Background: an optimization exercise with open tools, aiming at small area. Do not read the settings as production practice.
Only simulation tests tie the RTL to the original design; equivalence was not proved.
Power and IR drop assume default switching activity.

[design/flow/design.v]
module instruction_decode_stage #(
  parameter int DATA_W      = 32,
  parameter int STALL_CNT_W = 16
) (
  input  logic                   CLK,
  input  logic                   RESET,
  input  logic [31:0]            IR,
  input  logic [31:0]            PC_plus4,
  input  logic                   IF_valid,
  input  logic                   flush,
  input  logic                   WB_write_enable,
  input  logic [4:0]             WB_write_reg,
  input  logic [DATA_W-1:0]      WB_write_data,
  output logic                   PC_write_enable,
  output logic                   IF_ID_write_enable,
  output logic                   ID_EX_valid,
  output logic [31:0]            ID_EX_pc_plus4,
  output logic [DATA_W-1:0]      ID_EX_read_data1,
  output logic [DATA_W-1:0]      ID_EX_read_data2,
  output logic [31:0]            ID_EX_imm,
  output logic [31:0]            ID_EX_jump_target,
  output logic [4:0]             ID_EX_rs,
  output logic [4:0]             ID_EX_rt,
  output logic [4:0]             ID_EX_rd,
  output logic [4:0]             ID_EX_shamt,
  output logic [5:0]             ID_EX_funct,
  output logic                   ID_EX_reg_dst,
  output logic                   ID_EX_alu_src,
  output logic                   ID_EX_mem_to_reg,
  output logic                   ID_EX_reg_write,
  output logic                   ID_EX_mem_read,
  output logic                   ID_EX_mem_write,
  output logic                   ID_EX_branch,
  output logic                   ID_EX_jump,
  output logic [1:0]             ID_EX_alu_op,
  output logic                   ID_EX_illegal,
  output logic [STALL_CNT_W-1:0] stall_count
);
  localparam logic [2:0] C_NONE = 3'd0;
  localparam logic [2:0] C_R    = 3'd1;
  localparam logic [2:0] C_LW   = 3'd2;
  localparam logic [2:0] C_SW   = 3'd3;
  localparam logic [2:0] C_BEQ  = 3'd4;
  localparam logic [2:0] C_ADDI = 3'd5;
  localparam logic [2:0] C_J    = 3'd6;
  localparam logic [2:0] C_ILL  = 3'd7;
  logic [DATA_W-1:0]      regs_r [1:31];
  logic [31:1]            rvalid_r;
  logic [STALL_CNT_W-1:0] stall_count_r;
  logic [31:0]            pc_r;
  logic [25:0]            ir_r;
  logic [2:0]             cls_r;
  logic [4:0]             rs_s;
  logic [4:0]             rt_s;
  logic [2:0]             cls_s;
  logic                   uses_rt_s;
  logic                   load_use_s;
  logic                   bubble_s;
  logic [31:1]            wsel_s;
  assign rs_s = IR[25:21];
  assign rt_s = IR[20:16];
  always_comb begin
    case (IR[31:26])
      6'b000000: cls_s = C_R;
      6'b100011: cls_s = C_LW;
      6'b101011: cls_s = C_SW;
      6'b000100: cls_s = C_BEQ;
      6'b001000: cls_s = C_ADDI;
      6'b000010: cls_s = C_J;
      default:   cls_s = C_ILL;
    endcase
  end
  assign uses_rt_s = (IR[31:26] == 6'b000000) || (IR[31:26] == 6'b101011) || (IR[31:26] == 6'b000100);
  assign load_use_s = (cls_r == C_LW) && (ir_r[20:16] != 5'd0) &&
                      ((ir_r[20:16] == rs_s) || (uses_rt_s && (ir_r[20:16] == rt_s)));
  assign bubble_s   = flush || load_use_s || !IF_valid;
  assign PC_write_enable    = !load_use_s || flush;
  assign IF_ID_write_enable = !load_use_s || flush;
  always_comb begin
    for (int i = 1; i < 32; i++) wsel_s[i] = WB_write_enable && (WB_write_reg == 5'(i));
  end
  always_ff @(posedge CLK) begin
    for (int i = 1; i < 32; i++) begin
      if (wsel_s[i]) regs_r[i] <= WB_write_data;
    end
  end
  always_ff @(posedge CLK or negedge RESET) begin
    if (!RESET) begin
      rvalid_r <= '0;
    end else begin
      rvalid_r <= rvalid_r | wsel_s;
    end
  end
  logic [31:1] sel1_s, sel2_s;
  always_comb begin
    for (int i = 1; i < 32; i++) begin
      sel1_s[i] = rvalid_r[i] && (ir_r[25:21] == 5'(i));
      sel2_s[i] = rvalid_r[i] && (ir_r[20:16] == 5'(i));
    end
  end
  always_comb begin
    ID_EX_read_data1 = '0;
    ID_EX_read_data2 = '0;
    for (int i = 1; i < 32; i++) begin
      ID_EX_read_data1 = ID_EX_read_data1 | ({DATA_W{sel1_s[i]}} & regs_r[i]);
      ID_EX_read_data2 = ID_EX_read_data2 | ({DATA_W{sel2_s[i]}} & regs_r[i]);
    end
  end
  always_ff @(posedge CLK or negedge RESET) begin
    if (!RESET) begin
      pc_r          <= '0;
      ir_r          <= '0;
      cls_r         <= C_NONE;
      stall_count_r <= '0;
    end else begin
      if (bubble_s) begin
        pc_r  <= '0;
        ir_r  <= '0;
        cls_r <= C_NONE;
      end else begin
        pc_r  <= PC_plus4;
        ir_r  <= IR[25:0];
        cls_r <= cls_s;
      end
      if (load_use_s && !flush && !(&stall_count_r)) begin
        stall_count_r <= stall_count_r + 1'b1;
      end
    end
  end
  assign ID_EX_valid       = (cls_r != C_NONE);
  assign ID_EX_pc_plus4    = pc_r;
  assign ID_EX_imm         = {{16{ir_r[15]}}, ir_r[15:0]};
  assign ID_EX_jump_target = {pc_r[31:28], ir_r, 2'b00};
  assign ID_EX_rs          = ir_r[25:21];
  assign ID_EX_rt          = ir_r[20:16];
  assign ID_EX_rd          = ir_r[15:11];
  assign ID_EX_shamt       = ir_r[10:6];
  assign ID_EX_funct       = ir_r[5:0];
  assign ID_EX_reg_dst     = (cls_r == C_R);
  assign ID_EX_alu_src     = (cls_r == C_LW) || (cls_r == C_SW) || (cls_r == C_ADDI);
  assign ID_EX_mem_to_reg  = (cls_r == C_LW);
  assign ID_EX_reg_write   = (cls_r == C_R) || (cls_r == C_LW) || (cls_r == C_ADDI);
  assign ID_EX_mem_read    = (cls_r == C_LW);
  assign ID_EX_mem_write   = (cls_r == C_SW);
  assign ID_EX_branch      = (cls_r == C_BEQ);
  assign ID_EX_jump        = (cls_r == C_J);
  assign ID_EX_alu_op      = {(cls_r == C_R), (cls_r == C_BEQ)};
  assign ID_EX_illegal     = (cls_r == C_ILL);
  assign stall_count       = stall_count_r;
endmodule
[design/flow/run.sh]
#!/bin/bash
# synth_recipe.tcl (not shown) runs the flow's synth.tcl, then flattens the netlist and writes it again
# the make line also repeats each setting of config.mk as NAME=value (left out here)
make -C /OpenROAD-flow-scripts/flow DESIGN_CONFIG=/design/flow/config.mk WORK_HOME=/design/flow/orfs CLKGATE_MAP_FILE= SYNTH_SCRIPT=/design/flow/synth_recipe.tcl finish
[design/flow/config.mk]
export PLATFORM = sky130hd
export DESIGN_NAME = instruction_decode_stage
export DESIGN_NICKNAME = instruction_decode_stage
export VERILOG_FILES = /design/flow/design.v
export SDC_FILE = /design/flow/constraint.sdc
export NUM_CORES = 4
export LEC_CHECK = 0
export CAP_MARGIN = 40
export CELL_PAD_IN_SITES_DETAIL_PLACEMENT = 1
export CELL_PAD_IN_SITES_GLOBAL_PLACEMENT = 2
export CORE_MARGIN = 2
export CORE_UTILIZATION = 60
export PLACE_DENSITY = 0.7
export SLEW_MARGIN = 40
[design/flow/constraint.sdc]
create_clock -name core_clock -period 5.0 [get_ports {CLK}]
set_input_delay 1.0000 -clock core_clock [delete_from_list [all_inputs] [get_ports {CLK}]]
set_output_delay 1.0000 -clock core_clock [all_outputs]
set_load 0.01 [all_outputs]
==> impl_metrics.py, run 1 <==
metrics = {
    "placed_design": {
        "dp_slack_ns": 0.5071,
        "hpwl_um": 130500,
        "portBuffers": 319,
        "gp_congestion": 1.012,
    },
    "yosys": {
        "synthFlopType": "edfxtp_1",
        "ys_types": 48,
        "synth_cells": 3026,
        "synth-edff-count": 992,
        "syn_avg_cell_area_um2": 15.17,
        "ys_warn_count": 2,
        "yosysTopAreaCellShare_pct": 64.89,
        "netlist_top_cells_area": "edfxtp_1 (65%), a22oi_1 (11%), dfrtp_1 (5.9%)",
        "ys_seq_area_share_pct": 70.78,
        "synth.ff_latch_count": 1100,
        "async_flop_share_pct": 9.818,
        "yosysMostFrequentCell": "edfxtp_1",
        "netlist_area_um2": 45910,
        "synth_area_leader_cell": "edfxtp_1",
        "synthTopCellsByCount": "edfxtp_1 (992), a22oi_1 (649), nand3_1 (180)",
    },
    "sta": {
        "finalCriticalPeriod_ns": 5.206,
        "worst_slew_pin_slew_ns": 1.042,
        "rsz0062_at_grt": "yes",
        "fmax_ghz": 0.1921,
        "setup_slack_ns": -0.2057,
        "skew_ns": 0.02622,
        "hold_slack_ns": 0.3346,
        "drv_slew": 0,
        "fin_crit_sh_pct": 104.1,
        "setup_viol": 24,
        "slew_headroom_pct": 30.34,
        "hold_viol": 0,
    },
    "clock_tree": {
        "clock_latency_ns": 0.72,
        "clock_path_buffers": 3,
        "cts_tree": "done",
        "cts_buffers": 109,
        "holdBufCountCts": 0,
        "cts-htree-levels": 3,
        "cts_sinks": 1100,
        "clockRootBuffer": "clkbuf_16",
        "path_clk_slew_ns": 0.07,
    },
    "worst_setup_path": {
        "critPathKind": "register to output port",
        "worstPathArrival_ns": 4.21,
        "crit_path_start_kind": "register",
        "endpoint_kind": "output port",
        "cp.required_ns": 4.00,
        "cp_max_fo": 19,
    },
    "grt": {
        "grt_antenna_before_repair": 20,
        "grt_overflow": 0,
        "grt_pass1_wl_um": 313100,
        "grt_usage_pct": 58.51,
        "grt_pass1_vias": 39350,
        "grt_max_degree": 78,
    },
    "final_layout": {
        "drive_above_1_share_pct": 15.71,
        "num-fill-cells": 6539,
        "regArea_um2": 32500,
        "multi_input_area_um2": 12110,
        "syn_to_final_growth_pct": 18.62,
        "fin_nets": 3427,
    },
    "outcome": {
        "status": "complete, but fails checks",
        "violatedChecks": "setup timing",
    },
    "drt": {
        "routedWlPerCell_um": 53.60,
        "dr.pass1.iters": 13,
        "first_iter_violations": 11460,
        "wl_um": 235800,
        "viasPerCell": 9.253,
        "drc_errors": 0,
        "vias": 40700,
        "postRouteAntennaNets": 0,
    },
    "floorplan": {
        "dieArea_um2": 78740,
        "dieWidth_um": 280.6,
        "design.core.area_um2": 75820,
        "boundaryPins": 322,
        "rows": 101,
        "start_util_pct": 60.54,
        "die_height_um": 280.6,
    },
    "power": {
        "ir_drop_v": 0.0003835,
        "total_power_mw": 20.09,
        "power.leakage_nw": 18.21,
        "power_density_nw_per_um2": 369.0,
    },
    "job": {
        "drv_cap": 0,
    },
    "hold_path": {
        "hold_path_class": "primary input to asynchronous set/reset pin",
    },
}
[cells in the final DEF (no fill, tap or decap), types with 5 or more instances in the layout]
cell type	netlist	final
a221oi_2	4	6
clkinv_2	0	17
dfrtp_1	108	101
buf_4	71	141
a22o_1	124	124
buf_2	74	32
clkbuf_16	0	111
clkinv_1	0	15
clkdlybuf4s50_1	0	286
nand3_1	180	180
and3b_1	7	7
and3_4	0	55
nor3b_1	10	5
or3_1	8	8
a222oi_1	64	64
nand4_1	91	91
a221oi_1	120	118
buf_12	0	36
edfxtp_1	992	992
buf_6	40	14
and2_1	59	59
nor2_4	0	31
nand2_1	14	14
bufinv_16	0	15
clkbuf_1	139	30
nor2b_1	7	5
nor2_1	37	6
xnor2_1	21	21
and3_2	0	9
dfrtp_2	0	7
diode_2	0	15
nor3_1	9	9
or4_1	58	55
a22oi_1	649	649
or2_2	33	33
[report_power, final]
group          total, mW  switching, mW  internal [mW]
Combinational       1.09          0.672          0.417
Sequential          10.4          0.193           10.2
Clock               8.61           3.74           4.87
[critical path, stage by stage (launching register included)]
cell and delay [ns]:
dfrtp_2 0.51, buf_4 0.18, nor3b_2 0.50, and3_4 0.49, buf_12 0.34, buf_4 0.26, a22oi_1 0.12, nand3_1 0.23
or4_4 0.26, clkdlybuf4s50_1 0.57
[repair_timing]
| item | in CTS | in global routing |
|---|---|---|
| cloned | 0 | 2 |
| endpoints found under the hold margin | 0 | 0 |
| setup buffers | 0 | 9 |
| setup endpoints to repair | 44 | 62 |
| resized for setup | 19 | 37 |
| pin swaps | 0 | 5 |
[kinds of logic after synthesis]
kind of cell	synth area share, %
flops	70.78
compound gates	16.99
simple gates	7.528
buf+inv	4.170
xor+xnor	0.4770
fa+ha+maj	0.02725
other cells	0.008169
mux	0.02453
[layout make-up]
class	count	share of cell area, %
Sequential cell	1100	59.68
Multi-Input combinational cell	1595	22.24
Timing Repair Buffer	510	9.158
Clock buffer	143	5.358
Tap cell	978	2.247
Clock inverter	54	1.215
Antenna cell	15	0.06893
Inverter	4	0.02757
[sequential cells by signal (all words and copies together), names as in the netlist]
register       flops
rvalid_r          31
cls_r              3
stall_count_r     16
ir_r              26
pc_r              32
regs_r           992
[through the flow]
stage / setup TNS, ns / cell area [um^2] / instances / util (%)
after floorplan: 0 / 45910 / 3027 / -
after global placement: 0 / 50410 / 4170 / 66.49
after detailed placement: 0 / 50590 / 4175 / 66.72
after CTS: -0.05194 / 54230 / 4372 / 71.53
after global routing: -0.2210 / 54420 / 4386 / 71.78
final: -1.652 / 54460 / 4399 / 71.82
[path summary, 6_finish.rpt]
path | to | depth (start not counted) | slack, ns | startpoint
worst max-delay path | ID_EX_read_data2[26] | 9 | -0.21 | ir_r[20]
worst max register to register | stall_count_r[7] | 8 | 2.13 | ir_r[20]
min in group core_clock | stall_count_r[15] | 1 | 0.51 | stall_count_r[15]
worst min register to register | stall_count_r[15] | 1 | 0.51 | stall_count_r[15]
worst min-delay path | pc_r[24] | 1 | 0.33 | RESET
max in group asynchronous | rvalid_r[18] | 2 | 3.56 | RESET
[metal layers]
layer | track usage, % | routed length, um
met1 | 68.42 | 67770
met2 | 80.13 | 93610
met3 | 31.59 | 46700
met4 | 45.56 | 27350
met5 | 0.6254 | 334
==> run 2: changes to the inputs <==
--- a/design/flow/config.mk
+++ b/design/flow/config.mk
@@ -9,6 +9,6 @@
 export CELL_PAD_IN_SITES_DETAIL_PLACEMENT = 1
 export CELL_PAD_IN_SITES_GLOBAL_PLACEMENT = 2
 export CORE_MARGIN = 2
-export CORE_UTILIZATION = 60
-export PLACE_DENSITY = 0.7
+export CORE_UTILIZATION = 30
+export PLACE_DENSITY = 0.45
 export SLEW_MARGIN = 40
==> impl_metrics.py, run 2 <==
metrics = {
    "outcome": {
        "status": "no timing/DRC/antenna violations",
    },
    "job": {
        "drv_cap": 0,
    },
    "grt": {
        "grt-busiest-layer": "met2",
        "grt_pass1_vias": 36760,
        "grt_pass1_wl_um": 356300,
        "grt_use_met3_pct": 6.784,
        "use_met1_pct": 45.09,
        "grt_max_degree": 62,
        "grt_overflow": 0,
        "grt_antenna_before_repair": 10,
        "grt_usage_pct": 34.01,
        "grtUsageMet2_pct": 53.82,
    },
    "yosys": {
        "syn_avg_cell_area_um2": 15.17,
        "synthTopCellsByCount": "edfxtp_1 (992), a22oi_1 (649), nand3_1 (180)",
        "netlist_top_cells_area": "edfxtp_1 (65%), a22oi_1 (11%), dfrtp_1 (5.9%)",
        "ys_warn_count": 2,
        "synth_area_leader_cell": "edfxtp_1",
        "ys_types": 48,
        "synth_cells": 3026,
        "async_flop_share_pct": 9.818,
        "synth-edff-count": 992,
        "netlist_area_um2": 45910,
        "yosysMostFrequentCell": "edfxtp_1",
        "yosysTopAreaCellShare_pct": 64.89,
        "synthFlopType": "edfxtp_1",
        "synth.ff_latch_count": 1100,
        "ys_seq_area_share_pct": 70.78,
    },
    "drt": {
        "first_iter_violations": 5959,
        "dr.pass1.iters": 7,
        "viasPerCell": 6.642,
        "wl_um": 272100,
        "postRouteAntennaNets": 0,
        "vias": 36700,
        "drc_errors": 0,
        "routedWlPerCell_um": 49.24,
    },
    "floorplan": {
        "boundaryPins": 322,
        "rows": 143,
        "dieWidth_um": 395.2,
        "die_height_um": 395.2,
        "design.core.area_um2": 151900,
        "start_util_pct": 30.22,
        "dieArea_um2": 156200,
    },
    "power": {
        "power.leakage_nw": 18.93,
        "power_density_nw_per_um2": 373.0,
        "ir_drop_v": 0.0003489,
        "total_power_mw": 21.35,
    },
    "worst_setup_path": {
        "worst-path-buf-inv": 2,
        "crit_path_start_kind": "register",
        "path_delay_family": "simple AND/OR/NAND/NOR gates",
        "endpoint_kind": "output port",
        "worstPathArrival_ns": 3.97,
        "critPathKind": "register to output port",
        "crit_chain": "nor2_1 -> and3_4 -> buf_4 -> a22oi_1 -> nand4_1 -> or4_1 -> clkdlybuf4s50_1",
        "cp.required_ns": 4.00,
        "cp_max_fo": 15,
        "crit_path_max_incr_delay_ns": 0.73,
        "cp_slowest_cell": "and3_4",
    },
    "sta": {
        "setup_viol": 0,
        "skew_ns": 0.02046,
        "drv_slew": 0,
        "fmax_ghz": 0.2011,
        "hold_slack_ns": 0.2461,
        "rsz0062_at_grt": "no",
        "worst_slew_pin_slew_ns": 0.8928,
        "fin_crit_sh_pct": 99.44,
        "slew_headroom_pct": 40.48,
        "hold_viol": 0,
        "finalCriticalPeriod_ns": 4.972,
    },
    "final_layout": {
        "mostFrequentLayoutCell": "edfxtp_1",
        "mostFrequentLayoutCells": "edfxtp_1 (992), a22oi_1 (649), clkdlybuf4s50_1 (285)",
        "fin_nets": 3500,
        "largest_reg_flops": 992,
        "syn_to_final_growth_pct": 24.72,
        "regMostFlops": "regs_r",
        "drive_above_1_share_pct": 17.87,
        "num-fill-cells": 15180,
        "reg_top3": "regs_r (992), pc_r (32), rvalid_r (31)",
    },
    "clock_tree": {
        "cts_tree": "done",
        "cts-htree-levels": 4,
        "clockRootBuffer": "clkbuf_16",
        "clock_latency_ns": 0.77,
        "holdBufCountCts": 0,
        "path_clk_slew_ns": 0.06,
        "clock_path_buffers": 3,
        "cts_buffers": 135,
        "cts_sinks": 1100,
    },
    "placed_design": {
        "gp_congestion": 0.8922,
        "portBuffers": 319,
        "hpwl_um": 161300,
    },
    "hold_path": {
        "hold_path_class": "primary input to asynchronous set/reset pin",
    },
}
run 2: cell counts after synthesis:
Identical to the previous run, type by type.
run 2: timing repair:
item / in CTS / in global routing
endpoints found under the hold margin: 0 / 0
setup endpoints to repair: 63 / 24
gates resized for setup: 54 / 14
pin swaps: 4 / 4
setup buffers: 8 / 7
run 2: worst paths after layout:
| path | cells after the start | from | end | slack [ns] |
|---|---|---|---|---|
| worst max-delay path | 7 | ir_r[21] | ID_EX_read_data1[13] | 0.03 |
| worst min-delay path | 1 | RESET | pc_r[25] | 0.25 |
| worst max register to register | 8 | ir_r[20] | stall_count_r[7] | 2.37 |
| worst min register to register | 1 | rvalid_r[5] | rvalid_r[5] | 0.50 |
| max in group asynchronous | 2 | RESET | ir_r[19] | 3.78 |
| min in group core_clock | 1 | rvalid_r[5] | rvalid_r[5] | 0.50 |
run 2: kinds of logic after synthesis:
logic type	after synthesis	share of synthesized area, %
DFF	1100	70.78
AOI/OAI and AO/OA	974	16.99
and+or+nand+nor	590	7.528
buffers and inverters	334	4.170
xor gates and xnor gates	25	0.4770
adders and majority gates	1	0.02725
other	1	0.008169
muxes	1	0.02453
run 2: stage by stage:
step	std cells	worst slack [ns]	setup TNS (ns)	area [um^2]	util, %
floorplan	3027	1.687	0	45910	-
global placement	5269	0.4021	0	52540	34.59
detailed placement	5271	0.4651	0	52490	34.55
CTS	5515	-0.04036	-0.06818	57150	37.62
global route	5523	0.001848	0	57240	37.68
finish	5526	0.02789	0	57250	37.69
run 2: layout make-up:
| cell class | instances | area (um^2) | share of cell area (%) |
|---|---|---|---|
| Antenna cell | 4 | 10.01 | 0.01748 |
| Clock buffer | 180 | 3809 | 6.652 |
| Clock inverter | 56 | 541.8 | 0.9463 |
| Inverter | 4 | 15.01 | 0.02622 |
| Multi-Input combinational cell | 1593 | 12110 | 21.15 |
| Sequential cell | 1100 | 32500 | 56.77 |
| Tap cell | 2030 | 2540 | 4.436 |
| Timing Repair Buffer | 559 | 5729 | 10.01 |
run 2: layer usage:
| layer | vias up | share of wire, % |
|---|---|---|
| met4 | 4 | 5.2 |
| li1 | 13450 | - |
| met3 | 732 | 8.8 |
| met2 | 2793 | 46 |
| met5 | - | 0.0085 |
| met1 | 19720 | 40 |
run 2: worst register-to-register path, cell delays in order (launching register included):
cell and delay [ns]:
dfrtp_2 0.48, buf_4 0.18, xnor2_1 0.16, nand4_1 0.15, nor4_1 0.35, o21a_1 0.46, buf_4 0.31, nor4bb_1 0.31
xor2_1 0.18
run 2: power by group:
part	leakage, nW	internal [mW]	total (mW)	switching [mW]
clock network	2.13	5.84	9.91	4.07
registers	10.3	10.2	10.4	0.148
logic	6.48	0.426	1.08	0.658
==> run 3: changes to the inputs <==
==> design/flow/flow/run.sh (new file) <==
#!/bin/bash
# Standard ORFS layout with three changes: port buffers use buf_1 (the default pick is a
# clkdlybuf4s50_1), CTS inserts no dummy loads, and CTS uses small clock buffers.
set -euo pipefail
cd "$(dirname "$0")/.."
CTS="-sink_clustering_enable -repair_clock_nets -dont_use_dummy_load"
CTS="$CTS -buf_list {sky130_fd_sc_hd__clkbuf_4 sky130_fd_sc_hd__clkbuf_8}"
bash standard.sh \
  BUFFER_PORTS_ARGS="-buffer_cell sky130_fd_sc_hd__buf_1" \
  CTS_ARGS="$CTS" \
  finish > flow_make.log 2>&1
==> design/flow/standard.sh (new file) <==
#!/bin/bash
# synth_recipe.tcl (not shown) runs the flow's synth.tcl, then flattens the netlist and writes it again
# the make line also repeats each setting of config.mk as NAME=value (left out here)
make -C /OpenROAD-flow-scripts/flow DESIGN_CONFIG=/design/flow/config.mk WORK_HOME=/design/flow/orfs CLKGATE_MAP_FILE= SYNTH_SCRIPT=/design/flow/synth_recipe.tcl "${@:-finish}"
==> design/flow/config.mk (replaced) <==
export PLATFORM = sky130hd
export DESIGN_NAME = instruction_decode_stage
export DESIGN_NICKNAME = instruction_decode_stage
export VERILOG_FILES = /design/flow/design.v
export SDC_FILE = /design/flow/constraint.sdc
export NUM_CORES = 4
export LEC_CHECK = 0
export CAP_MARGIN = 20
export CELL_PAD_IN_SITES_DETAIL_PLACEMENT = 0
export CELL_PAD_IN_SITES_GLOBAL_PLACEMENT = 0
export CORE_MARGIN = 2
export CORE_UTILIZATION = 45
export PLACE_DENSITY = 0.6
export SLEW_MARGIN = 20
removed: design/flow/run.sh
==> impl_metrics.py, run 3 <==
metrics = {
    "outcome": {
        "status": "complete, but fails checks",
        "violatedChecks": "setup timing",
    },
    "grt": {
        "grt_pass1_vias": 35620,
        "grt_overflow": 0,
        "grt_antenna_before_repair": 15,
        "grt_usage_pct": 41.76,
        "grt_pass1_wl_um": 296000,
        "grt_max_degree": 70,
    },
    "final_layout": {
        "utilization_pct": 50.48,
        "regMostFlops": "regs_r",
        "mostFrequentLayoutCells": "edfxtp_1 (992), a22oi_1 (649), buf_1 (289)",
        "fin_nets": 3459,
        "largest_reg_flops": 992,
        "drive_above_1_share_pct": 14.93,
        "syn_to_final_growth_pct": 11.55,
        "mostFrequentLayoutCell": "edfxtp_1",
        "reg_top3": "regs_r (992), pc_r (32), rvalid_r (31)",
    },
    "worst_setup_path": {
        "endpoint_kind": "output port",
        "cp.required_ns": 4.00,
        "crit_path_start_kind": "register",
        "crit_path_max_incr_delay_ns": 1.00,
        "critPathKind": "register to output port",
        "crit_chain": "nor3b_1 -> and3_2 -> buf_4 -> a22o_1 -> a221oi_1 -> nand3_1 -> or4_1 -> buf_1",
        "cp_slowest_cell": "and3_2",
        "cp_max_fo": 19,
        "worstPathArrival_ns": 4.12,
    },
    "sta": {
        "skew_ns": 0.01332,
        "finalCriticalPeriod_ns": 5.115,
        "fmax_ghz": 0.1955,
        "fin_crit_sh_pct": 102.3,
        "worst_slew_pin_slew_ns": 1.262,
        "hold_viol": 0,
        "setup_slack_ns": -0.1154,
        "rsz0062_at_grt": "yes",
        "slew_headroom_pct": 15.87,
        "fin_tns_setup_ns": -0.9686,
        "setup_viol": 21,
        "drv_slew": 0,
    },
    "power": {
        "total_power_mw": 17.57,
        "ir_drop_v": 0.0001811,
        "power.leakage_nw": 16.83,
        "power_density_nw_per_um2": 343.0,
    },
    "yosys": {
        "ys_types": 48,
        "synth_cells": 3026,
        "synth-xor-area-share_pct": 0.4770,
        "async_flop_share_pct": 9.818,
        "synth-edff-count": 992,
        "yosysMostFrequentCell": "edfxtp_1",
        "synthTopCellsByCount": "edfxtp_1 (992), a22oi_1 (649), nand3_1 (180)",
        "synth_adder_area_share_pct": 0.02726,
        "ys_seq_area_share_pct": 70.78,
        "syn_avg_cell_area_um2": 15.17,
        "synthFlopType": "edfxtp_1",
        "synth_compound_area_share_pct": 16.99,
        "synth_top_family_by_area": "compound AO/OA/AOI/OAI gates",
        "netlist_area_um2": 45910,
        "ys_warn_count": 2,
        "synth.area.mux_share_pct": 0.02453,
        "synth_area_leader_cell": "edfxtp_1",
        "synth.ff_latch_count": 1100,
        "yosysTopAreaCellShare_pct": 64.89,
        "netlist_top_cells_area": "edfxtp_1 (65%), a22oi_1 (11%), dfrtp_1 (5.9%)",
        "yosys.area_share.simple_pct": 7.528,
    },
    "floorplan": {
        "start_util_pct": 45.25,
        "die_height_um": 323.4,
        "design.core.area_um2": 101400,
        "dieArea_um2": 104600,
        "boundaryPins": 322,
        "dieWidth_um": 323.4,
        "rows": 117,
    },
    "clock_tree": {
        "cts_tree": "done",
        "cts_sinks": 1100,
        "path_clk_slew_ns": 0.06,
        "holdBufCountCts": 0,
        "clockRootBuffer": "clkbuf_8",
        "cts_buffers": 175,
        "cts_setup_buffers": 0,
        "cts-htree-levels": 4,
        "clock_latency_ns": 0.84,
        "clock_path_buffers": 3,
    },
    "placed_design": {
        "hpwl_um": 124500,
        "portBuffers": 319,
        "gp_congestion": 1.012,
    },
    "drt": {
        "viasPerCell": 7.899,
        "routedWlPerCell_um": 46.88,
        "first_iter_violations": 9465,
        "dr.pass1.iters": 10,
        "drc_errors": 0,
        "vias": 37360,
        "postRouteAntennaNets": 0,
        "wl_um": 221700,
    },
    "hold_path": {
        "hold_path_class": "primary input to asynchronous set/reset pin",
    },
    "job": {
        "drv_cap": 0,
    },
}
==> run 3: worst max-delay path, delay by kind of cell (launching register included) <==
family          cells  cell delay (ns)
simple gates        4             1.81
compound gates      2             0.23
buf+inv             2             0.60
flops               1             0.59
==> run 3: metrics by stage <==
step,cell area (um^2),cells,setup slack (ns),hold WS (ns)
5_1_grt,51200,4724,-0.02801,0.3253
3_5_place_dp,48660,4542,0.9314,0.4677
3_3_place_gp,48590,4540,0.9460,0.4863
6_report,51210,4729,-0.1154,0.3344
4_1_cts,51070,4717,0.03559,0.2875
2_1_floorplan,45910,3027,1.687,0.4455
==> run 3: power by group <==
part | internal [mW] | total (mW) | switching [mW] | leakage (nW)
registers | 10.2 | 10.4 | 0.139 | 10.3
logic | 0.239 | 0.855 | 0.616 | 5.24
clock network | 3.07 | 6.36 | 3.29 | 1.26
==> run 3: area by class of cell <==
| type | instances | area [um^2] |
|---|---|---|
| antenna | 11 | 27.53 |
| clock buffer | 175 | 2409 |
| fill | 8495 | 50240 |
| inverter | 4 | 15.01 |
| multi-input combinational | 1593 | 11880 |
| sequential | 1100 | 32490 |
| tap | 1368 | 1712 |
| timing repair buffer | 478 | 2679 |
==> run 3: cell families after synthesis <==
| kind of cell | count (synthesis) |
|---|---|
| xor gates and xnor gates | 25 |
| and+or+nand+nor | 590 |
| buffers and inverters | 334 |
| other | 1 |
| DFF | 1100 |
| muxes | 1 |
| adders and majority gates | 1 |
| AOI/OAI and AO/OA | 974 |
==> run 3: repair_timing <==
item | in CTS | in global routing
endpoints found under the hold margin | 0 | 0
resized for setup | 0 | 12
setup endpoints to repair | 0 | 16
==> run 3: routing by layer <==
metal / vias to the layer above / GRT usage (%) / share of wire, %
li1: 13240 / - / -
met1: 18150 / 51.97 / 33
met2: 4607 / 61.04 / 42
met3: 1349 / 15.47 / 16
met4: 12 / 27.35 / 8.3
met5: - / 0.9722 / 0.071
==> run 3: final timing paths <==
check / start / end / slack [ns] / cells past startpoint
max: ir_r[20] / ID_EX_read_data2[6] / -0.12 / 8
min: RESET / pc_r[31] / 0.33 / 1
max reg2reg: cls_r[2] / stall_count_r[1] / 2.44 / 6
min reg2reg: rvalid_r[10] / rvalid_r[10] / 0.49 / 1
max in group asynchronous: RESET / stall_count_r[5] / 3.59 / 2
min in group core_clock: PC_plus4[26] / pc_r[26] / 0.35 / 2
==> run 4: changes to the inputs <==
==> design/flow/flow/run.sh (replaced) <==
#!/bin/bash
# Standard ORFS layout with three changes: port buffers use buf_1 (the default pick is a
# clkdlybuf4s50_1), CTS inserts no dummy loads, and CTS uses larger sink clusters.
set -euo pipefail
cd "$(dirname "$0")/.."
CTS="-sink_clustering_enable -repair_clock_nets -dont_use_dummy_load"
CTS="$CTS -sink_clustering_size 20 -sink_clustering_max_diameter 80"
CTS="$CTS -buf_list {sky130_fd_sc_hd__clkbuf_4 sky130_fd_sc_hd__clkbuf_8 sky130_fd_sc_hd__clkbuf_16}"
bash standard.sh \
  BUFFER_PORTS_ARGS="-buffer_cell sky130_fd_sc_hd__buf_1" \
  CTS_ARGS="$CTS" \
  finish > flow_make.log 2>&1
==> design/flow/config.mk (replaced) <==
export PLATFORM = sky130hd
export DESIGN_NAME = instruction_decode_stage
export DESIGN_NICKNAME = instruction_decode_stage
export VERILOG_FILES = /design/flow/design.v
export SDC_FILE = /design/flow/constraint.sdc
export NUM_CORES = 4
export LEC_CHECK = 0
export CAP_MARGIN = 10
export CELL_PAD_IN_SITES_DETAIL_PLACEMENT = 1
export CELL_PAD_IN_SITES_GLOBAL_PLACEMENT = 2
export CORE_MARGIN = 2
export CORE_UTILIZATION = 35
export PLACE_DENSITY = 0.5
export SLEW_MARGIN = 10
==> impl_metrics.py, run 4 <==
metrics = {
    "outcome": {
        "status": "complete, but fails checks",
        "violatedChecks": "setup timing",
    },
    "drt": {
        "vias": 36150,
        "drc_errors": 0,
        "dr.pass1.iters": 7,
        "routedWlPerCell_um": 50.88,
        "viasPerCell": 7.203,
        "postRouteAntennaNets": 0,
        "first_iter_violations": 7144,
        "wl_um": 255400,
    },
    "yosys": {
        "ys_seq_area_share_pct": 70.78,
        "synth.area.mux_share_pct": 0.02453,
        "synthTopCellsByCount": "edfxtp_1 (992), a22oi_1 (649), nand3_1 (180)",
        "async_flop_share_pct": 9.818,
        "synth_area_leader_cell": "edfxtp_1",
        "yosysMostFrequentCell": "edfxtp_1",
        "synth-xor-area-share_pct": 0.4770,
        "synth-edff-count": 992,
        "netlist_top_cells_area": "edfxtp_1 (65%), a22oi_1 (11%), dfrtp_1 (5.9%)",
        "synth_compound_area_share_pct": 16.99,
        "netlist_area_um2": 45910,
        "synth_adder_area_share_pct": 0.02726,
        "yosys.area_share.simple_pct": 7.528,
        "synth.ff_latch_count": 1100,
        "synth_top_family_by_area": "compound AO/OA/AOI/OAI gates",
        "synth_cells": 3026,
        "synthFlopType": "edfxtp_1",
        "yosysTopAreaCellShare_pct": 64.89,
        "ys_types": 48,
        "syn_avg_cell_area_um2": 15.17,
        "ys_warn_count": 2,
    },
    "power": {
        "swShare_pct": 23.36,
        "power_density_nw_per_um2": 331.8,
        "ir_drop_v": 0.0002421,
        "internal_power_mw": 13.07,
        "combPwrFrac_pct": 5.2,
        "power_frac_seq_pct": 60.6,
        "total_power_mw": 17.05,
        "p_clk_share_pct": 34.2,
        "p_switching_mw": 3.982,
        "power.leakage_nw": 16.63,
    },
    "clock_tree": {
        "cts_sinks": 1100,
        "clock_latency_ns": 0.69,
        "cts_tree": "done",
        "clock_path_buffers": 3,
        "cts_buffers": 74,
        "holdBufCountCts": 0,
        "clockRootBuffer": "clkbuf_16",
        "cts-htree-levels": 3,
        "path_clk_slew_ns": 0.08,
    },
    "grt": {
        "grt_pass1_wl_um": 334800,
        "grt_usage_pct": 36.92,
        "grt_max_degree": 50,
        "grt_pass1_vias": 35340,
        "grt_overflow": 0,
        "grt_antenna_before_repair": 14,
    },
    "final_layout": {
        "largest_reg_flops": 992,
        "mostFrequentLayoutCell": "edfxtp_1",
        "fin_nets": 3382,
        "reg_top3": "regs_r (992), pc_r (32), rvalid_r (31)",
        "mostFrequentLayoutCells": "edfxtp_1 (992), a22oi_1 (649), buf_1 (299)",
        "drive_above_1_share_pct": 12.62,
        "syn_to_final_growth_pct": 11.95,
        "regMostFlops": "regs_r",
    },
    "sta": {
        "setup_slack_ns": -0.04472,
        "skew_ns": 0.03743,
        "worst_slew_pin_slew_ns": 1.421,
        "drv_slew": 0,
        "fmax_ghz": 0.1982,
        "slew_headroom_pct": 5.298,
        "rsz0062_at_grt": "yes",
        "hold_slack_ns": 0.3659,
        "finalCriticalPeriod_ns": 5.045,
        "hold_viol": 0,
        "fin_crit_sh_pct": 100.9,
        "setup_viol": 2,
    },
    "worst_setup_path": {
        "crit_chain": "nor3b_1 -> and3_2 -> buf_4 -> a222oi_1 -> nand3_1 -> or4_1 -> buf_1",
        "critPathKind": "register to output port",
        "crit_path_start_kind": "register",
        "cp.required_ns": 4.00,
        "cp_slowest_cell": "and3_2",
        "cp_max_fo": 13,
        "crit_cells": 7,
        "path_delay_family": "simple AND/OR/NAND/NOR gates",
        "endpoint_kind": "output port",
        "rrSetupSlack_ns": 2.23,
        "worst-path-buf-inv": 2,
        "worstPathArrival_ns": 4.04,
        "reg2regPathDepth": 6,
        "crit_path_max_incr_delay_ns": 0.93,
    },
    "job": {
        "drv_cap": 0,
    },
    "placed_design": {
        "hpwl_um": 148700,
        "portBuffers": 319,
        "gp_congestion": 0.8944,
    },
    "floorplan": {
        "rows": 132,
        "design.core.area_um2": 129800,
        "start_util_pct": 35.36,
        "dieArea_um2": 134100,
        "dieWidth_um": 366.2,
        "boundaryPins": 322,
        "die_height_um": 366.2,
    },
    "hold_path": {
        "hold_path_class": "primary input to asynchronous set/reset pin",
    },
}
-- run 4: what timing repair did --
action | CTS | global route
resized for setup | 0 | 5
setup endpoints to repair | 0 | 17
setup buffers | 0 | 0
-- run 4: cell families (layout without fill, tap and decap cells) --
| kind of cell | after synthesis | in the layout |
|---|---|---|
| mux | 1 | 1 |
| xor+xnor | 25 | 25 |
| buf+inv | 334 | 580 |
| simple gates | 590 | 590 |
| fa+ha+maj | 1 | 1 |
| compound gates | 974 | 974 |
| flops | 1100 | 1100 |
| other cells | 1 | 6 |
-- run 4: stage by stage --
stage	instances	area [um^2]	worst slack, ns	utilization (%)	TNS [ns]
3_5_place_dp	4937	49430	0.7997	38.08	0
5_1_grt	5015	51380	-0.009128	39.58	-0.009128
4_1_cts	5011	51290	0.04266	39.51	0
2_1_floorplan	3027	45910	1.687	-	0
6_report	5019	51390	-0.04472	39.59	-0.04944
3_3_place_gp	4937	49430	0.8041	38.08	0
-- run 4: final cells by class --
cell class / count / area (um^2)
flip-flops and latches: 1100 / 32490
inverters: 4 / 15.01
well taps: 1742 / 2180
clock buffers: 74 / 1852
fillers: 13150 / 78420
multi-input cells: 1593 / 11830
diodes: 4 / 10.01
repair buffers: 502 / 3009
-- run 4: power by group through the flow --
stage / Sequential, mW / Combinational (mW) / Clock (mW)
after global placement: 10.5 / 0.852 / 0
after floorplan: 10.5 / 0.362 / 0
after global routing: 10.3 / 0.925 / 6.14
after detailed placement: 10.5 / 0.866 / 0
final: 10.3 / 0.886 / 5.83
after CTS: 10.3 / 0.866 / 5.89
-- run 4: worst paths after layout --
path                                       start                   end
worst max-delay path                    ir_r[24]  ID_EX_read_data1[23]
worst min-delay path                       RESET      stall_count_r[3]
worst max register to register          ir_r[20]              cls_r[1]
worst min register to register  stall_count_r[9]      stall_count_r[9]
max in group asynchronous                  RESET          rvalid_r[28]
min in group core_clock         stall_count_r[9]      stall_count_r[9]
-- run 4: worst reg2reg max path, cell delays in order (launching register included) --
cell,delay [ns]
dfrtp_1,0.52
nor3_1,0.57
a21oi_1,0.20
o21ai_0,0.10
and3b_1,0.58
buf_4,0.44
a21boi_0,0.25
-- run 4: per-layer routing --
metal / GRT usage, % / share of wire, % / vias to the layer above
li1: - / - / 13090
met1: 49.33 / 39 / 19170
met2: 57.50 / 45 / 3114
met3: 7.573 / 11 / 771
met4: 17.64 / 5.9 / 10
met5: 0 / 0.024 / -
==> run 5: changes to the inputs <==
==> design/flow/flow/run.sh (replaced) <==
#!/bin/bash
# Standard ORFS layout with four changes:
# - synthesis maps the logic with an area-oriented ABC script (flow/abc_area.script) in place of
#   ORFS's speed script; everything else in synthesis is the standard one (synth_recipe.tcl);
# - port buffers use buf_1 (the default pick is a clkdlybuf4s50_1);
# - CTS inserts no dummy loads and uses larger sink clusters.
set -euo pipefail
cd "$(dirname "$0")/.."
WORK=$(pwd)
# ORFS scripts folder whose speed ABC script is replaced
mkdir -p "$WORK/scripts_abc"
for f in "$FLOW_HOME"/scripts/*; do ln -sf "$f" "$WORK/scripts_abc/"; done
rm -f "$WORK/scripts_abc/abc_speed.script"
cp "$WORK/flow/abc_area.script" "$WORK/scripts_abc/abc_speed.script"
bash standard.sh SCRIPTS_DIR="$WORK/scripts_abc" synth > synth_make.log 2>&1
CTS="-sink_clustering_enable -repair_clock_nets -dont_use_dummy_load"
CTS="$CTS -sink_clustering_size 16 -sink_clustering_max_diameter 60"
CTS="$CTS -buf_list {sky130_fd_sc_hd__clkbuf_8}"
bash standard.sh \
  BUFFER_PORTS_ARGS="-buffer_cell sky130_fd_sc_hd__buf_1" \
  CTS_ARGS="$CTS" \
  finish > flow_make.log 2>&1
==> design/flow/flow/abc_area.script (new file) <==
&get -n
&st
&dch
&nf -R 20
&st
&syn2
&dch
&nf -a -R 20
&put
topo
stime -c
--- a/design/flow/config.mk
+++ b/design/flow/config.mk
@@ -5,10 +5,12 @@
 export SDC_FILE = /design/flow/constraint.sdc
 export NUM_CORES = 4
 export LEC_CHECK = 0
-export CAP_MARGIN = 10
+export CAP_MARGIN = 5
 export CELL_PAD_IN_SITES_DETAIL_PLACEMENT = 1
 export CELL_PAD_IN_SITES_GLOBAL_PLACEMENT = 2
 export CORE_MARGIN = 2
 export CORE_UTILIZATION = 35
+export GPL_TIMING_DRIVEN = 0
 export PLACE_DENSITY = 0.5
-export SLEW_MARGIN = 10
+export SETUP_SLACK_MARGIN = 0.15
+export SLEW_MARGIN = 5
==> impl_metrics.py, run 5 <==
metrics = {
    "final_layout": {
        "utilization_pct": 42.09,
        "stdcell_area_um2": 52720,
        "drive_above_1_share_pct": 13.42,
        "num-fill-cells": 12410,
        "regArea_um2": 32500,
        "reg_top3": "regs_r (992), pc_r (32), rvalid_r (31)",
        "largest_reg_flops": 992,
        "fin_nets": 3394,
        "regMostFlops": "regs_r",
        "multi_input_area_um2": 11530,
        "syn_to_final_growth_pct": 19.83,
        "fin_cells": 4941,
        "mostFrequentLayoutCell": "edfxtp_1",
        "mostFrequentLayoutCells": "edfxtp_1 (992), a222oi_1 (335), a22oi_1 (318)",
    },
    "floorplan": {
        "start_util_pct": 35.13,
        "dieArea_um2": 128600,
        "rows": 130,
        "dieWidth_um": 358.5,
        "die_height_um": 358.5,
        "boundaryPins": 322,
        "design.core.area_um2": 125200,
    },
    "yosys": {
        "synth_area_leader_cell": "edfxtp_1",
        "yosysMostFrequentCell": "edfxtp_1",
        "synthTopCellsByCount": "edfxtp_1 (992), a222oi_1 (335), a22oi_1 (318)",
        "yosysTopAreaCellShare_pct": 67.71,
        "synth.area.mux_share_pct": 0.02560,
        "netlist_area_um2": 43990,
        "netlist_top_cells_area": "edfxtp_1 (68%), a222oi_1 (7.6%), dfrtp_1 (6.1%)",
        "synth-xor-area-share_pct": 0.3583,
        "synth-edff-count": 992,
        "synth_adder_area_share_pct": 0.02844,
        "ys_types": 40,
        "synth.ff_latch_count": 1100,
        "synthFlopType": "edfxtp_1",
        "synth_cells": 2701,
        "synth_top_family_by_area": "compound AO/OA/AOI/OAI gates",
        "syn_avg_cell_area_um2": 16.29,
        "yosys.area_share.simple_pct": 8.589,
        "async_flop_share_pct": 9.818,
        "synth_compound_area_share_pct": 15.89,
        "ys_warn_count": 2,
        "ys_seq_area_share_pct": 73.85,
    },
    "worst_setup_path": {
        "cp.required_ns": 4.00,
        "critPathKind": "register to output port",
        "cp_max_fo": 26,
        "crit_path_max_incr_delay_ns": 0.49,
        "crit_chain": "and3b_1 -> and3_4 -> buf_16 -> a222oi_1 -> nand3_1 -> a211oi_1 -> nand4_1 -> buf_1",
        "reg2reg_from": "ir_r[17]",
        "worst-path-buf-inv": 2,
        "crit_path_start_kind": "register",
        "worstPathArrival_ns": 3.76,
        "cp_slowest_cell": "dfrtp_1",
        "path_delay_family": "simple AND/OR/NAND/NOR gates",
        "crit_cells": 8,
        "reg2regPathDepth": 6,
        "endpoint_kind": "output port",
        "crit_start": "ir_r[23]",
    },
    "placed_design": {
        "portBuffers": 319,
        "dp.cells": 4810,
        "gp_congestion": 0.7997,
        "dp_slack_ns": 0.8742,
        "hpwl_um": 149200,
        "place_area_um2": 50970,
    },
    "power": {
        "total_power_mw": 16.50,
        "power_density_nw_per_um2": 313.0,
        "ir_drop_v": 0.0002029,
        "power.leakage_nw": 16.71,
    },
    "clock_tree": {
        "clock_path_buffers": 3,
        "cts_sinks": 1100,
        "clock_latency_ns": 0.88,
        "cts_tree": "done",
        "cts-htree-levels": 3,
        "path_clk_slew_ns": 0.07,
        "cts_buffers": 117,
        "clockRootBuffer": "clkbuf_8",
    },
    "drt": {
        "postRouteAntennaNets": 0,
        "first_iter_violations": 8223,
        "vias": 35730,
        "dr.pass1.iters": 9,
        "wl_um": 245500,
        "routedWlPerCell_um": 49.68,
        "viasPerCell": 7.232,
        "drc_errors": 0,
    },
    "grt": {
        "grt_usage_pct": 37.40,
        "grt_antenna_before_repair": 8,
        "grt_pass1_wl_um": 321900,
        "grt_max_degree": 38,
        "grt_overflow": 0,
        "grt_pass1_vias": 35800,
    },
    "hold_path": {
        "hold_path_depth": 2,
        "worstHoldStart": "PC_plus4[29]",
        "hold_path_class": "primary input to register",
    },
    "job": {
        "drv_cap": 0,
    },
    "sta": {
        "slew_headroom_pct": 11.44,
        "fmax_ghz": 0.2100,
        "fin_crit_sh_pct": 95.26,
        "setup_slack_ns": 0.2371,
        "setup_viol": 0,
        "worst_slew_pin_slew_ns": 1.328,
        "finalCriticalPeriod_ns": 4.763,
        "skew_ns": 0.07822,
        "rsz0062_at_grt": "no",
        "drv_slew": 0,
        "hold_viol": 0,
    },
    "outcome": {
        "status": "no timing/DRC/antenna violations",
    },
}
## run 5: cell types whose count changed after synthesis, sizes merged, moves of 70 or more
cell	change
buf	-122
nand2	+148
clkbuf	-140
nand3	-99
a222oi	+271
a221oi	-70
a22oi	-331
a22o	-73
## run 5: worst register-to-register path: stages, from the launching register on
cell and delay [ns]:
dfrtp_2 0.55, clkinv_1 0.15, a222oi_1 0.34, nand4_1 0.20
a211oi_2 0.62, o31a_1 0.63, mux2_1 0.38
## run 5: final timing paths
kind | end | slack [ns]
min in group asynchronous | pc_r[29] | 0.48
min | pc_r[29] | 0.32
max in group asynchronous | stall_count_r[11] | 3.47
max | ID_EX_read_data1[30] | 0.24
min reg2reg | stall_count_r[8] | 0.51
max reg2reg | stall_count_r[1] | 2.03
## run 5: layout make-up
cell class,count,share of cell area (%)
multi-input combinational,1524,21.88
inverter,10,0.07120
tap,1650,3.916
antenna,6,0.02848
sequential,1100,61.65
timing repair buffer,466,8.430
clock buffer,117,3.055
buffer,68,0.9684
## run 5: logic make-up (layout without fill, tap and decap cells)
logic type	count (synthesis)	count (layout)
AO/OA/AOI/OAI	809	809
buffers and inverters	78	661
adder cells (fa/ha/maj)	1	1
multiplexers	1	1
XOR/XNOR	18	18
other	1	8
flip-flops	1100	1100
AND/OR/NAND/NOR	693	693
## run 5: stage by stage
stage                     TNS [ns]  hold slack, ns
final                            0          0.3232
after global routing             0          0.3135
after CTS                        0          0.2774
after detailed placement         0          0.4946
after global placement    -2613.19          0.4711
after floorplan                  0          0.4493
## run 5: report_power, final
part / switching (mW) / total, mW / leakage, nW / internal, mW
logic: 0.639 / 0.921 / 5.54 / 0.283
clock network: 3.19 / 5.25 / 0.841 / 2.06
registers: 0.133 / 10.3 / 10.3 / 10.2
## run 5: what timing repair did
item                                   in CTS  in global routing
endpoints found under the hold margin       5                  0
pin swaps                                   1                  3
hold buffers                                1                  0
resized for setup                           9                  4
setup endpoints to repair                  19                 12
setup buffers                               2                  2
## run 5: layer usage
layer | GRT usage, % | up-vias | routed length [um] | share of wire (%)
met2 | 56.15 | 3267 | 106800 | 44
met4 | 17.97 | 2 | 13890 | 5.7
met3 | 10.33 | 706 | 30840 | 13
li1 | - | 13100 | - | -
met5 | 0 | - | 12 | 0.0049
met1 | 50.13 | 18650 | 93880 | 38
==> run 6: changes to the inputs <==
--- a/design/flow/flow/run.sh
+++ b/design/flow/flow/run.sh
@@ -14,8 +14,8 @@
 cp "$WORK/flow/abc_area.script" "$WORK/scripts_abc/abc_speed.script"
 bash standard.sh SCRIPTS_DIR="$WORK/scripts_abc" synth > synth_make.log 2>&1
 CTS="-sink_clustering_enable -repair_clock_nets -dont_use_dummy_load"
-CTS="$CTS -sink_clustering_size 16 -sink_clustering_max_diameter 60"
-CTS="$CTS -buf_list {sky130_fd_sc_hd__clkbuf_8}"
+CTS="$CTS -sink_clustering_size 28 -sink_clustering_max_diameter 80"
+CTS="$CTS -buf_list {sky130_fd_sc_hd__clkbuf_16}"
 bash standard.sh \
   BUFFER_PORTS_ARGS="-buffer_cell sky130_fd_sc_hd__buf_1" \
   CTS_ARGS="$CTS" \
--- a/design/flow/config.mk
+++ b/design/flow/config.mk
@@ -5,12 +5,11 @@
 export SDC_FILE = /design/flow/constraint.sdc
 export NUM_CORES = 4
 export LEC_CHECK = 0
-export CAP_MARGIN = 5
+export CAP_MARGIN = 10
 export CELL_PAD_IN_SITES_DETAIL_PLACEMENT = 1
 export CELL_PAD_IN_SITES_GLOBAL_PLACEMENT = 2
 export CORE_MARGIN = 2
 export CORE_UTILIZATION = 35
-export GPL_TIMING_DRIVEN = 0
 export PLACE_DENSITY = 0.5
 export SETUP_SLACK_MARGIN = 0.15
-export SLEW_MARGIN = 5
+export SLEW_MARGIN = 10
==> impl_metrics.py, run 6 <==
metrics = {
    "drt": {
        "vias": 35950,
        "dr.pass1.iters": 11,
        "wl_um": 248000,
        "routedWlPerCell_um": 50.92,
        "drc_errors": 0,
        "viasPerCell": 7.381,
        "first_iter_violations": 8877,
        "postRouteAntennaNets": 0,
    },
    "grt": {
        "grt_overflow": 0,
        "grt_pass1_vias": 35310,
        "grt_max_degree": 51,
        "grt_antenna_before_repair": 9,
        "grt_usage_pct": 37.90,
        "grt_pass1_wl_um": 326100,
    },
    "sta": {
        "skew_ns": 0.04187,
        "slew_headroom_pct": 12.28,
        "fin_crit_sh_pct": 97.47,
        "setup_slack_ns": 0.1267,
        "drv_slew": 0,
        "fin_tns_setup_ns": 0,
        "worst_slew_pin_slew_ns": 1.316,
        "finalCriticalPeriod_ns": 4.873,
        "setup_viol": 0,
        "fmax_ghz": 0.2052,
        "rsz0062_at_grt": "yes",
        "hold_viol": 0,
    },
    "worst_setup_path": {
        "endpoint_kind": "output port",
        "crit_path_max_incr_delay_ns": 0.65,
        "worstPathArrival_ns": 3.87,
        "cp_slowest_cell": "dfrtp_1",
        "reg2reg_from": "ir_r[18]",
        "crit_path_start_kind": "register",
        "cp.required_ns": 4.00,
        "rrSetupSlack_ns": 2.12,
        "cp_max_fo": 19,
        "reg2regPathDepth": 7,
        "r2r-end": "ir_r[1]",
        "crit_chain": "nor2_1 -> and3_2 -> buf_12 -> a222oi_1 -> nand4_1 -> nor2_1 -> nand4_1 -> buf_1",
        "critPathKind": "register to output port",
    },
    "yosys": {
        "synth-edff-count": 992,
        "yosysMostFrequentCell": "edfxtp_1",
        "yosysTopAreaCellShare_pct": 67.71,
        "synth_area_leader_cell": "edfxtp_1",
        "synth_top_family_by_area": "compound AO/OA/AOI/OAI gates",
        "ys_seq_area_share_pct": 73.85,
        "synth_compound_area_share_pct": 15.89,
        "netlist_area_um2": 43990,
        "yosys.area_share.simple_pct": 8.589,
        "synth.ff_latch_count": 1100,
        "ys_types": 40,
        "async_flop_share_pct": 9.818,
        "synth-xor-area-share_pct": 0.3583,
        "syn_avg_cell_area_um2": 16.29,
        "synth.area.mux_share_pct": 0.02560,
        "synth_adder_area_share_pct": 0.02844,
        "synthTopCellsByCount": "edfxtp_1 (992), a222oi_1 (335), a22oi_1 (318)",
        "ys_warn_count": 2,
        "netlist_top_cells_area": "edfxtp_1 (68%), a222oi_1 (7.6%), dfrtp_1 (6.1%)",
        "synth_cells": 2701,
        "synthFlopType": "edfxtp_1",
    },
    "hold_path": {
        "hold_path_class": "primary input to asynchronous set/reset pin",
    },
    "floorplan": {
        "design.core.area_um2": 125200,
        "boundaryPins": 322,
        "dieArea_um2": 128600,
        "dieWidth_um": 358.5,
        "start_util_pct": 35.13,
        "die_height_um": 358.5,
        "rows": 130,
    },
    "clock_tree": {
        "cts_buffers": 66,
        "path_clk_slew_ns": 0.07,
        "cts-htree-levels": 3,
        "clock_latency_ns": 0.67,
        "clockRootBuffer": "clkbuf_16",
        "clock_path_buffers": 3,
        "cts_sinks": 1100,
        "cts_tree": "done",
    },
    "outcome": {
        "status": "no timing/DRC/antenna violations",
    },
    "placed_design": {
        "portBuffers": 319,
        "place_area_um2": 48980,
        "gp_congestion": 0.9141,
        "dp_slack_ns": 0.6448,
        "hpwl_um": 147200,
    },
    "final_layout": {
        "largest_reg_flops": 992,
        "mostFrequentLayoutCells": "edfxtp_1 (992), a222oi_1 (335), a22oi_1 (318)",
        "fin_nets": 3323,
        "mostFrequentLayoutCell": "edfxtp_1",
        "stdcell_area_um2": 50830,
        "reg_top3": "regs_r (992), pc_r (32), rvalid_r (31)",
        "syn_to_final_growth_pct": 15.54,
        "regMostFlops": "regs_r",
        "utilization_pct": 40.59,
        "drive_above_1_share_pct": 11.67,
    },
    "power": {
        "power_density_nw_per_um2": 327.7,
        "power.leakage_nw": 16.24,
        "total_power_mw": 16.66,
        "ir_drop_v": 0.0002193,
    },
    "job": {
        "drv_cap": 0,
    },
}
[run 6: cell count changes in the layout (fill, tap and decap cells not counted), sizes merged]
cell / change
dlygate4sd3: -1
buf: -35
clkbuf: -35
[run 6: power by group]
group	internal (mW)	total, mW	switching [mW]
combinational	0.232	0.861	0.629
sequential	10.2	10.3	0.141
clock	2.36	5.46	3.10
[run 6: cell families after synthesis]
family	after synthesis
xor+xnor	18
other cells	1
mux	1
fa+ha+maj	1
simple gates	693
compound gates	809
flops	1100
buf+inv	78
[run 6: worst max-delay path, delay by kind of cell (launching register included)]
family / cells / cell delay [ns]
compound gates: 1 / 0.34
simple gates: 5 / 1.54
flops: 1 / 0.65
buf+inv: 2 / 0.62
[run 6: area by class of cell]
class	count	area, um^2
multi-input combinational	1524	11370
sequential	1100	32490
clock buffer	66	1652
tap	1650	2064
fill	12580	74410
antenna	6	15.01
inverter	10	37.54
timing repair buffer	514	3206
[run 6: how the worst max path moves through the flow]
stage | end | start | slack [ns] | cells past startpoint
finish | ID_EX_read_data2[30] | ir_r[18] | 0.13 | 8
global route | ID_EX_read_data2[12] | ir_r[18] | 0.14 | 7
CTS | ID_EX_read_data2[18] | ir_r[17] | 0.15 | 8
detailed placement | ID_EX_read_data2[18] | ir_r[17] | 0.64 | 8
global placement | ID_EX_read_data2[18] | ir_r[17] | 0.72 | 8
floorplan | cls_r[0] | IR[27] | 0.78 | 6
[run 6: timing repair]
action	CTS	global route
pin swaps	0	1
cloned	0	0
hold buffers	0	0
setup buffers	0	3
resized for setup	10	12
setup endpoints to repair	24	22
[run 6: per-stage QoR]
stage          instances  hold WS, ns
6_report            4870       0.4000
5_1_grt             4865       0.4363
4_1_cts             4857       0.4044
3_5_place_dp        4791       0.4843
3_3_place_gp        4791       0.4647
2_1_floorplan       2702       0.4493
[run 6: routing by layer]
layer / up-vias / share of wire (%) / track usage (%) / routed length, um
met1: 18660 / 38 / 51.79 / 95320
met5: - / 0.017 / 0 / 41
met3: 739 / 12 / 9.203 / 30830
li1: 13000 / - / - / -
met4: 6 / 5.2 / 16.08 / 12900
met2: 3542 / 44 / 57.72 / 108900
==> run 7: changes to the inputs <==
--- a/design/flow/flow/run.sh
+++ b/design/flow/flow/run.sh
@@ -14,8 +14,8 @@
 cp "$WORK/flow/abc_area.script" "$WORK/scripts_abc/abc_speed.script"
 bash standard.sh SCRIPTS_DIR="$WORK/scripts_abc" synth > synth_make.log 2>&1
 CTS="-sink_clustering_enable -repair_clock_nets -dont_use_dummy_load"
-CTS="$CTS -sink_clustering_size 28 -sink_clustering_max_diameter 80"
-CTS="$CTS -buf_list {sky130_fd_sc_hd__clkbuf_16}"
+CTS="$CTS -sink_clustering_size 20 -sink_clustering_max_diameter 80"
+CTS="$CTS -buf_list {sky130_fd_sc_hd__clkbuf_4 sky130_fd_sc_hd__clkbuf_8 sky130_fd_sc_hd__clkbuf_16}"
 bash standard.sh \
   BUFFER_PORTS_ARGS="-buffer_cell sky130_fd_sc_hd__buf_1" \
   CTS_ARGS="$CTS" \
==> impl_metrics.py, run 7 <==
metrics = {
    "clock_tree": {
        "cts-resized-gates": 11,
        "cts_setup_buffers": 0,
        "holdBufCountCts": 0,
        "path_clk_slew_ns": 0.08,
        "cts_buffers": 72,
        "cts-htree-levels": 3,
        "clockRootBuffer": "clkbuf_16",
        "cts_sinks": 1100,
        "cts_tree": "done",
        "clock_path_buffers": 3,
        "clock_latency_ns": 0.68,
    },
    "worst_setup_path": {
        "critPathKind": "register to output port",
        "worstPathArrival_ns": 3.88,
        "cp.required_ns": 4.00,
        "crit_path_start_kind": "register",
        "rrSetupSlack_ns": 2.12,
        "cp_max_fo": 22,
        "crit_chain": "nor3b_1 -> and3_2 -> buf_12 -> a222oi_1 -> nand3_1 -> a211oi_1 -> nand4_1 -> buf_1",
        "endpoint_kind": "output port",
        "crit_path_max_incr_delay_ns": 0.80,
        "path_delay_family": "simple AND/OR/NAND/NOR gates",
        "worst-path-buf-inv": 2,
        "cp_slowest_cell": "and3_2",
    },
    "drt": {
        "vias": 35990,
        "viasPerCell": 7.383,
        "first_iter_violations": 9239,
        "drc_errors": 0,
        "wl_um": 248600,
        "routedWlPerCell_um": 51.00,
        "postRouteAntennaNets": 0,
        "dr.pass1.iters": 8,
    },
    "sta": {
        "slew_headroom_pct": 11.64,
        "setup_viol": 0,
        "hold_viol": 0,
        "hold_slack_ns": 0.3875,
        "skew_ns": 0.03028,
        "setup_slack_ns": 0.1201,
        "fin_tns_setup_ns": 0,
        "rsz0062_at_grt": "yes",
        "fin_crit_sh_pct": 97.60,
        "finalCriticalPeriod_ns": 4.880,
        "drv_slew": 0,
        "worst_slew_pin_slew_ns": 1.325,
        "fmax_ghz": 0.2049,
    },
    "grt": {
        "grt_pass1_vias": 35280,
        "grt_pass1_wl_um": 326600,
        "grt_max_degree": 51,
        "grt_overflow": 0,
        "grt_usage_pct": 37.97,
        "grt_antenna_before_repair": 10,
    },
    "final_layout": {
        "fin_nets": 3326,
        "regMostFlops": "regs_r",
        "mostFrequentLayoutCells": "edfxtp_1 (992), a222oi_1 (335), a22oi_1 (318)",
        "largest_reg_flops": 992,
        "reg_top3": "regs_r (992), pc_r (32), rvalid_r (31)",
        "stdcell_area_um2": 50960,
        "drive_above_1_share_pct": 11.78,
        "utilization_pct": 40.69,
        "mostFrequentLayoutCell": "edfxtp_1",
        "syn_to_final_growth_pct": 15.84,
        "fin_cells": 4874,
    },
    "yosys": {
        "synthFlopType": "edfxtp_1",
        "syn_avg_cell_area_um2": 16.29,
        "async_flop_share_pct": 9.818,
        "ys_warn_count": 2,
        "synth_area_leader_cell": "edfxtp_1",
        "yosysTopAreaCellShare_pct": 67.71,
        "ys_types": 40,
        "synth-edff-count": 992,
        "synth.ff_latch_count": 1100,
        "netlist_area_um2": 43990,
        "ys_seq_area_share_pct": 73.85,
        "synthTopCellsByCount": "edfxtp_1 (992), a222oi_1 (335), a22oi_1 (318)",
        "yosysMostFrequentCell": "edfxtp_1",
        "synth_cells": 2701,
        "netlist_top_cells_area": "edfxtp_1 (68%), a222oi_1 (7.6%), dfrtp_1 (6.1%)",
    },
    "floorplan": {
        "dieWidth_um": 358.5,
        "boundaryPins": 322,
        "design.core.area_um2": 125200,
        "rows": 130,
        "die_height_um": 358.5,
        "dieArea_um2": 128600,
        "start_util_pct": 35.13,
    },
    "power": {
        "ir_drop_v": 0.0002122,
        "power_density_nw_per_um2": 332.7,
        "total_power_mw": 16.96,
        "power.leakage_nw": 16.29,
    },
    "job": {
        "drv_cap": 0,
    },
    "placed_design": {
        "dp_slack_ns": 0.6448,
        "place_area_um2": 48980,
        "portBuffers": 319,
        "gp_congestion": 0.9141,
        "dp.cells": 4791,
        "hpwl_um": 147200,
    },
    "hold_path": {
        "hold_path_class": "primary input to asynchronous set/reset pin",
    },
    "outcome": {
        "status": "no timing/DRC/antenna violations",
    },
}
run 7: cell counts after synthesis:
No cell type changed its count.
run 7: kinds of logic after synthesis:
family	after synthesis	synth area share [%]
buf+inv	78	1.246
mux	1	0.02559
simple gates	693	8.589
other cells	1	0.008524
flops	1100	73.85
compound gates	809	15.89
fa+ha+maj	1	0.02844
xor+xnor	18	0.3584
run 7: worst register-to-register path, cell delays in order (launching register included):
cell	delay [ns]
dfrtp_1	0.53
nor3_1	0.51
nand2_1	0.13
nand2_1	0.15
a21oi_1	0.07
nor3b_2	0.69
buf_4	0.49
and2_0	0.23
run 7: power breakdown:
| part | leakage, nW | total, mW | switching [mW] | internal (mW) |
|---|---|---|---|---|
| combinational | 5.07 | 0.859 | 0.629 | 0.230 |
| clock | 0.887 | 5.76 | 3.20 | 2.56 |
| sequential | 10.3 | 10.3 | 0.141 | 10.2 |
run 7: area by class of cell:
cell class | count | area, um^2
Antenna cell | 7 | 17.52
Clock buffer | 72 | 1802
Fill cell | 12570 | 74280
Inverter | 10 | 37.54
Timing Repair Buffer | 511 | 3171
Tap cell | 1650 | 2064
Sequential cell | 1100 | 32490
Multi-Input combinational cell | 1524 | 11380
run 7: layer usage:
metal	global-route usage (%)	part of all wire (%)	wire, um	vias to the layer above
li1	-	-	-	13000
met1	51.84	38	95220	18720
met2	57.60	44	109200	3511
met3	8.990	13	31090	753
met4	17.08	5.3	13070	0
met5	0	0	0	-
run 7: worst paths after layout:
kind,start,to,depth (start not counted)
setup / recovery,ir_r[22],ID_EX_read_data1[30],8
hold / removal,RESET,cls_r[2],1
setup reg to reg,ir_r[17],pc_r[18],7
hold reg to reg,stall_count_r[15],stall_count_r[15],1
max in group asynchronous,RESET,stall_count_r[10],2
min in group core_clock,stall_count_r[15],stall_count_r[15],1

separate check: timing with driven ports:
In the flow no input, the clock included, has a driving cell. The finished layouts below were timed again as built, in two steps. Step 1 (the two cells are an assumption about what drives the block):
set clk [get_ports {CLK}]
set_driving_cell -lib_cell sky130_fd_sc_hd__clkbuf_16 $clk
set_driving_cell -lib_cell sky130_fd_sc_hd__buf_2 [delete_from_list [all_inputs] $clk]
Step 2, shift: input delay + t, output delay - t, t = (earliest + latest rising clock arrival at the registers) / 2. This alone moves slack from input paths to output paths. Slacks: no drivers / after step 1 / after step 2; pairs: no drivers / after step 1.
| run | t, ns | slack for setup (ns) | worst setup path at the end | worst register clock-pin slew, ns | worst data-port slew with drivers (ns) |
|---|---|---|---|---|---|
| run 1 | 0.787 | -0.206 / -0.285 / 0.330 | input to output | 0.08 / 0.08 | 0.15 |
| run 2 | 0.840 | 0.028 / -0.050 / 0.603 | input to output | 0.07 / 0.07 | 0.16 |
| run 3 | 0.887 | -0.115 / -0.167 / 0.720 | register to output | 0.07 / 0.07 | 0.16 |
| run 4 | 0.755 | -0.045 / -0.120 / 0.635 | register to output | 0.09 / 0.09 | 0.16 |
| run 5 | 0.931 | 0.237 / 0.157 / 1.024 | input to output | 0.11 / 0.11 | 0.14 |
| run 6 | 0.748 | 0.127 / 0.043 / 0.791 | register to output | 0.12 / 0.12 | 0.13 |
| run 7 | 0.744 | 0.120 / 0.041 / 0.785 | register to output | 0.09 / 0.09 | 0.13 |
